Background: an optimization exercise with open tools, aiming at small area. Do not read the settings as production practice. The RTL was checked by simulation tests, not by an equivalence proof against the original design. Power and IR drop assume default switching activity.

==> flow/design.v (excerpt) <==
module conflict_serializer #(
   parameter int NUM_CORES         = 8,
   parameter int LIST_DEPTH        = 16,
   parameter int ALMOST_FULL_LEVEL = 12
) (
   input  logic                      clk,
   input  logic                      rstn,
   input  logic                      m_valid,
   input  logic [33:0]               m_task,
   input  logic [3:0]                m_slot,
   output logic                      m_ready,
   input  logic [NUM_CORES-1:0]      s_req,
   input  logic [2*NUM_CORES-1:0]    s_req_type,
   output logic [NUM_CORES-1:0]      s_grant,
   output logic [33:0]               s_task,
   output logic [3:0]                s_slot,
   input  logic                      fin_valid,
   input  logic [3:0]                fin_core,
   output logic                      almost_full,
   output logic                      all_cores_idle
);
   localparam int LD = LIST_DEPTH;
   localparam int NC = NUM_CORES;
   localparam int EW = 37;
   logic [LD-1:0]         valid_q;
   logic [LD-1:0]         confl_q;
   logic [LD-1:0][EW-1:0] ent_q;
   logic [4:0]            count_q;
   logic [NC-1:0]         gcore_q;
   logic [LD-1:0]         gpos_q;
   logic [NC-1:0]         run_valid_q;
   logic [NC-1:0][14:0]   run_key_q;
   logic [EW-1:0]         enq_ent;
   logic [14:0]           enq_key;
   logic [EW-1:0]         gnt_ent;
   logic                  grant_valid;
   logic                  push;
   logic [LD-1:0]         valid_r;
   logic [LD-1:0]         shift;
   logic [NC-1:0]         fin_sel;
   logic [14:0]           fin_key;
   logic                  fin_key_valid;
   logic [LD-1:0]         list_match;
   logic [NC-1:0]         run_match;
   logic                  new_confl;
   logic [LD-1:0]         clr_vec;
   logic [LD-1:0]         clr_one;
   logic [LD-1:0]         confl_c;
   logic [LD-1:0]         pend;
  ...
Size in the first run: ~2900 cells after synthesis, ~780 flip-flops.
==> flow/config.mk <==
export PLATFORM = sky130hd
export DESIGN_NAME = conflict_serializer
export DESIGN_NICKNAME = conflict_serializer
export VERILOG_FILES = /design/flow/design.v
export SDC_FILE = /design/flow/constraint.sdc
export NUM_CORES = 4
export LEC_CHECK = 0
export CAP_MARGIN = 20
export CORE_MARGIN = 2
export CORE_UTILIZATION = 60
export PLACE_DENSITY = 0.75
export SLEW_MARGIN = 20
==> flow/constraint.sdc <==
create_clock -name core_clock -period 7.0 [get_ports {clk}]
set_input_delay 1.4000 -clock core_clock [delete_from_list [all_inputs] [get_ports {clk}]]
set_output_delay 1.4000 -clock core_clock [all_outputs]
set_load 0.01 [all_outputs]
standard.sh (not shown) runs the stock make flow with config.mk's settings and CLKGATE_MAP_FILE= SYNTH_SCRIPT=/design/flow/synth_recipe.tcl, a recipe that flattens the netlist after the stock synthesis.
==> flow/flow/run.sh <==
#!/bin/bash
# standard layout; clock tree without dummy loads and with larger sink clusters; small port buffers
bash standard.sh "BUFFER_PORTS_ARGS=-buffer_cell sky130_fd_sc_hd__buf_1" "CTS_ARGS=-sink_clustering_enable -repair_clock_nets -dont_use_dummy_load -sink_clustering_size 30 -sink_clustering_max_diameter 60 -buf_list sky130_fd_sc_hd__clkbuf_16" finish > standard.log 2>&1
The starting point went through all stages and came out clean.
Edit:
==> flow/run.sh (new file) <==
#!/bin/bash
# synth_recipe.tcl (not shown) runs the flow's synth.tcl, then flattens the netlist and writes it again
# the make line also repeats each setting of config.mk as NAME=value (left out here)
make -C /OpenROAD-flow-scripts/flow DESIGN_CONFIG=/design/flow/config.mk WORK_HOME=/design/flow/orfs CLKGATE_MAP_FILE= SYNTH_SCRIPT=/design/flow/synth_recipe.tcl finish
--- a/flow/config.mk
+++ b/flow/config.mk
@@ -9,4 +9,5 @@
 export CORE_MARGIN = 2
-export CORE_UTILIZATION = 60
-export PLACE_DENSITY = 0.75
+export CORE_UTILIZATION = 40
+export CTS_BUF_LIST = sky130_fd_sc_hd__clkbuf_4
+export PLACE_DENSITY = 0.6
 export SLEW_MARGIN = 20
removed: flow/flow/run.sh
removed: flow/standard.sh
=> The new run completed with no timing, DRC or antenna violations; die area rose by 49%; setup slack loses 0.035 ns; first-iteration DRC count shrinks by 11%; total power went up by 17%; global-route usage came out lower by 11 points; routed wire length is higher by 12%; critical path depth climbs by 1; cell area increases by 7.0%; synthesized area is unchanged; non-clock buffer count came out higher by 13; core utilization decreases by 19 points.
Edit:
==> flow/flow/run.sh (new file) <==
#!/bin/bash
# standard layout; clock tree without dummy loads and with larger sink clusters; small port buffers
bash standard.sh "BUFFER_PORTS_ARGS=-buffer_cell sky130_fd_sc_hd__buf_1" "CTS_ARGS=-sink_clustering_enable -repair_clock_nets -dont_use_dummy_load -sink_clustering_size 10 -sink_clustering_max_diameter 40 -buf_list sky130_fd_sc_hd__clkbuf_4" finish > standard.log 2>&1
==> flow/standard.sh (new file) <==
#!/bin/bash
# synth_recipe.tcl (not shown) runs the flow's synth.tcl, then flattens the netlist and writes it again
# the make line also repeats each setting of config.mk as NAME=value (left out here)
make -C /OpenROAD-flow-scripts/flow DESIGN_CONFIG=/design/flow/config.mk WORK_HOME=/design/flow/orfs CLKGATE_MAP_FILE= SYNTH_SCRIPT=/design/flow/synth_recipe.tcl "${@:-finish}"
--- a/flow/config.mk
+++ b/flow/config.mk
@@ -9,5 +9,4 @@
 export CORE_MARGIN = 2
-export CORE_UTILIZATION = 40
-export CTS_BUF_LIST = sky130_fd_sc_hd__clkbuf_4
-export PLACE_DENSITY = 0.6
+export CORE_UTILIZATION = 70
+export PLACE_DENSITY = 0.85
 export SLEW_MARGIN = 20
removed: flow/run.sh
What happened: The changed run completed with no timing, DRC or antenna violations; sequential share of layout area goes up by 4.6 points; routed wire length goes down by 10%; design area goes down by 8.1%; global-route usage goes up by 18 points; clock power goes down by 49%; power goes down by about 20%; final cell count goes down by about 19%; worst setup slack is better by 0.076 ns; count of clock-buffer cells in the layout goes down by 199.
Edit:
==> flow/flow/run.sh (replaced) <==
#!/bin/bash
# standard layout, with clock tree synthesis told not to add dummy loads
bash standard.sh "CTS_ARGS=-sink_clustering_enable -repair_clock_nets -dont_use_dummy_load -buf_list sky130_fd_sc_hd__clkbuf_4" finish > standard.log 2>&1
--- a/flow/config.mk
+++ b/flow/config.mk
@@ -9,4 +9,4 @@
 export CORE_MARGIN = 2
-export CORE_UTILIZATION = 70
-export PLACE_DENSITY = 0.85
+export CORE_UTILIZATION = 60
+export PLACE_DENSITY = 0.75
 export SLEW_MARGIN = 20
- wire length came out higher by 1.8%
- worst setup slack got worse by 0.093 ns
- count of clock-buffer cells in the layout climbs by 91
- register-to-register slack loses 0.09 ns
- cell count climbs by 6.8%

* * *

== the previous run ==
Starting RTL as in the previous note.
==> flow/config.mk <==
export PLATFORM = sky130hd
export DESIGN_NAME = conflict_serializer
export DESIGN_NICKNAME = conflict_serializer
export VERILOG_FILES = /design/flow/design.v
export SDC_FILE = /design/flow/constraint.sdc
export NUM_CORES = 4
export LEC_CHECK = 0
export CAP_MARGIN = 20
export CORE_MARGIN = 2
export CORE_UTILIZATION = 60
export PLACE_DENSITY = 0.75
export SLEW_MARGIN = 20
==> flow/constraint.sdc <==
create_clock -name core_clock -period 7.0 [get_ports {clk}]
set_input_delay 1.4000 -clock core_clock [delete_from_list [all_inputs] [get_ports {clk}]]
set_output_delay 1.4000 -clock core_clock [all_outputs]
set_load 0.01 [all_outputs]
==> flow/flow/run.sh <==
#!/bin/bash
# standard layout; clock tree without dummy loads and with larger sink clusters; small port buffers
bash standard.sh "BUFFER_PORTS_ARGS=-buffer_cell sky130_fd_sc_hd__buf_1" "CTS_ARGS=-sink_clustering_enable -repair_clock_nets -dont_use_dummy_load -sink_clustering_size 16 -sink_clustering_max_diameter 50 -buf_list sky130_fd_sc_hd__clkbuf_8" finish > standard.log 2>&1
[inputs] the current run vs the previous run
==> flow/flow/run.sh <==
#!/bin/bash
# standard layout; clock tree without dummy loads and with larger sink clusters; small port buffers
bash standard.sh "BUFFER_PORTS_ARGS=-buffer_cell sky130_fd_sc_hd__buf_1" "CTS_ARGS=-sink_clustering_enable -repair_clock_nets -dont_use_dummy_load -sink_clustering_size 16 -sink_clustering_max_diameter 50 -buf_list sky130_fd_sc_hd__clkbuf_8 -tree_buf sky130_fd_sc_hd__clkbuf_4 -root_buf sky130_fd_sc_hd__clkbuf_8" finish > standard.log 2>&1
## What came out
- The final layouts of the previous run and the current run pass the timing, DRC and antenna checks.
- ~same number of pins with negative max-slew slack in the final report in the previous run and the current run
- Portion of total power attributed to the clock network: the current run vs the previous run, no meaningful difference
- Comparing the current run with the previous run, the core occupancy in the finished layout came out essentially unchanged.
- The number of vias per cell on the current run is in line with that on the previous run.
- Reported for the previous run and the current run, non-clock buffer count turned out identical to the last digit.
- Taking the previous run as the reference, in the current run met2 usage saw little to no change; setup slack held steady; later-pin clock latency in the skew report held; number of cells traversed by the worst register-to-register path closely matched the old numbers; total power draw neither gained nor lost much.
- Comparing the current run against the previous run, there is no change at all in critical path depth.

* * *

## xenon
conflict_serializer again, from the RTL that the note above started with.
Settings: LEC_CHECK=0, CAP_MARGIN=20, CORE_MARGIN=2, CORE_UTILIZATION=60, PLACE_DENSITY=0.75, SLEW_MARGIN=20; clock period 7.0 ns.
==> flow/flow/run.sh <==
#!/bin/bash
# standard layout; clock tree without dummy loads and with larger sink clusters; small port buffers
bash standard.sh "BUFFER_PORTS_ARGS=-buffer_cell sky130_fd_sc_hd__buf_1" "CTS_ARGS=-sink_clustering_enable -repair_clock_nets -dont_use_dummy_load -sink_clustering_size 10 -sink_clustering_max_diameter 40 -buf_list sky130_fd_sc_hd__clkbuf_4" finish > standard.log 2>&1
> inputs changed (xenon -> tundra)
# xenon
export LEC_CHECK = 0
export CAP_MARGIN = 20
export CORE_MARGIN = 2
export CORE_UTILIZATION = 60
export PLACE_DENSITY = 0.75
export SLEW_MARGIN = 20
create_clock -name core_clock -period 7.0 [get_ports {clk}]
# tundra
export LEC_CHECK = 0
export CAP_MARGIN = 20
export CORE_MARGIN = 2
export CORE_UTILIZATION = 40
export PLACE_DENSITY = 0.6
export SLEW_MARGIN = 20
create_clock -name core_clock -period 7.0 [get_ports {clk}]
==> flow/run.sh (new file) <==
#!/bin/bash
# synth_recipe.tcl (not shown) runs the flow's synth.tcl, then flattens the netlist and writes it again
# the make line also repeats each setting of config.mk as NAME=value (left out here)
make -C /OpenROAD-flow-scripts/flow DESIGN_CONFIG=/design/flow/config.mk WORK_HOME=/design/flow/orfs CLKGATE_MAP_FILE= SYNTH_SCRIPT=/design/flow/synth_recipe.tcl finish
removed: flow/flow/run.sh
removed: flow/standard.sh
## What came out
- Taking xenon as the reference, in tundra routed wire length higher; share of total power in combinational logic lower; layout clock buffer count lower.
## Diff of input files: indigo against tundra
# tundra
export LEC_CHECK = 0
export CAP_MARGIN = 20
export CORE_MARGIN = 2
export CORE_UTILIZATION = 40
export PLACE_DENSITY = 0.6
export SLEW_MARGIN = 20
create_clock -name core_clock -period 7.0 [get_ports {clk}]
# indigo
export LEC_CHECK = 0
export CAP_MARGIN = 20
export CORE_MARGIN = 2
export CORE_UTILIZATION = 60
export PLACE_DENSITY = 0.75
export SLEW_MARGIN = 20
create_clock -name core_clock -period 7.0 [get_ports {clk}]
==> flow/flow/run.sh (new file) <==
#!/bin/bash
# standard layout; clock tree without dummy loads and with larger sink clusters; small port buffers
bash standard.sh "BUFFER_PORTS_ARGS=-buffer_cell sky130_fd_sc_hd__buf_1" "CTS_ARGS=-sink_clustering_enable -repair_clock_nets -dont_use_dummy_load -sink_clustering_size 20 -sink_clustering_max_diameter 40 -buf_list sky130_fd_sc_hd__clkbuf_8" finish > standard.log 2>&1
==> flow/standard.sh (new file) <==
#!/bin/bash
# synth_recipe.tcl (not shown) runs the flow's synth.tcl, then flattens the netlist and writes it again
# the make line also repeats each setting of config.mk as NAME=value (left out here)
make -C /OpenROAD-flow-scripts/flow DESIGN_CONFIG=/design/flow/config.mk WORK_HOME=/design/flow/orfs CLKGATE_MAP_FILE= SYNTH_SCRIPT=/design/flow/synth_recipe.tcl "${@:-finish}"
removed: flow/run.sh
### Flow results
- Row design area: indigo lower / tundra higher
- The die boundary width in indigo sits 18% below the value recorded for tundra.
- For indigo, the origin of the worst setup path was gpos_q[1], unlike tundra, where it was valid_q[0].
- Measured against each other, indigo and tundra differ in power per standard cell area, the lower figure coming from indigo.
- Critical path depth is lower on indigo
- The higher final worst slack of indigo and tundra is in tundra.
- The filler cell count in the final layout in indigo is 0.56 times that in tundra.
- In the metrics for indigo and tundra, the one carrying the lower placer's final routability congestion estimate is tundra.
- Going from tundra to indigo, total power fell about 17%; maximum vdd drop increased 1.3%; overall die area lower.

-- afterwards: timing with drivers on the ports --
How much do the figures lean on ideal ports? The routed layouts below were timed once more, with nothing changed but the port constraints.
Step 1, drivers: a clkbuf_16 drives clk and a buf_2 each remaining input, both assumed.
Step 2 moves the port delays by t, midway between the first and last clock arrival at a register: inputs arrive t later, outputs are due t later. That takes back most of the time a late clock gives input paths.
Slacks: ideal / step 1 / step 2; pairs: ideal / step 1.
run | t, ns | setup WS [ns] | worst register clock-pin slew, ns | pins driven straight from the clock port
the first run of note 1 | 0.693 | 0.624 / 0.624 / 0.600 | 0.11 / 0.11 | 1
the second run of note 1 | 1.155 | 0.589 / 0.589 / 0.589 | 0.09 / 0.09 | 1
the third run of note 1 | 0.959 | 0.665 / 0.665 / 0.665 | 0.12 / 0.12 | 1
the fourth run of note 1 | 1.102 | 0.572 / 0.572 / 0.572 | 0.07 / 0.07 | 1
the previous run | 0.734 | 0.617 / 0.617 / 0.607 | 0.10 / 0.10 | 1
the current run | 0.734 | 0.617 / 0.617 / 0.607 | 0.10 / 0.10 | 1
xenon | 0.988 | 0.632 / 0.632 / 0.559 | 0.12 / 0.12 | 1
tundra | 0.730 | 0.715 / 0.715 / 0.715 | 0.07 / 0.07 | 1
indigo | 0.777 | 0.676 / 0.676 / 0.519 | 0.09 / 0.09 | 1
After both steps every run listed still meets setup and hold. The setup slack of indigo, which loses most, moves by 0.000 ns with the drivers and by -0.157 ns with both steps.
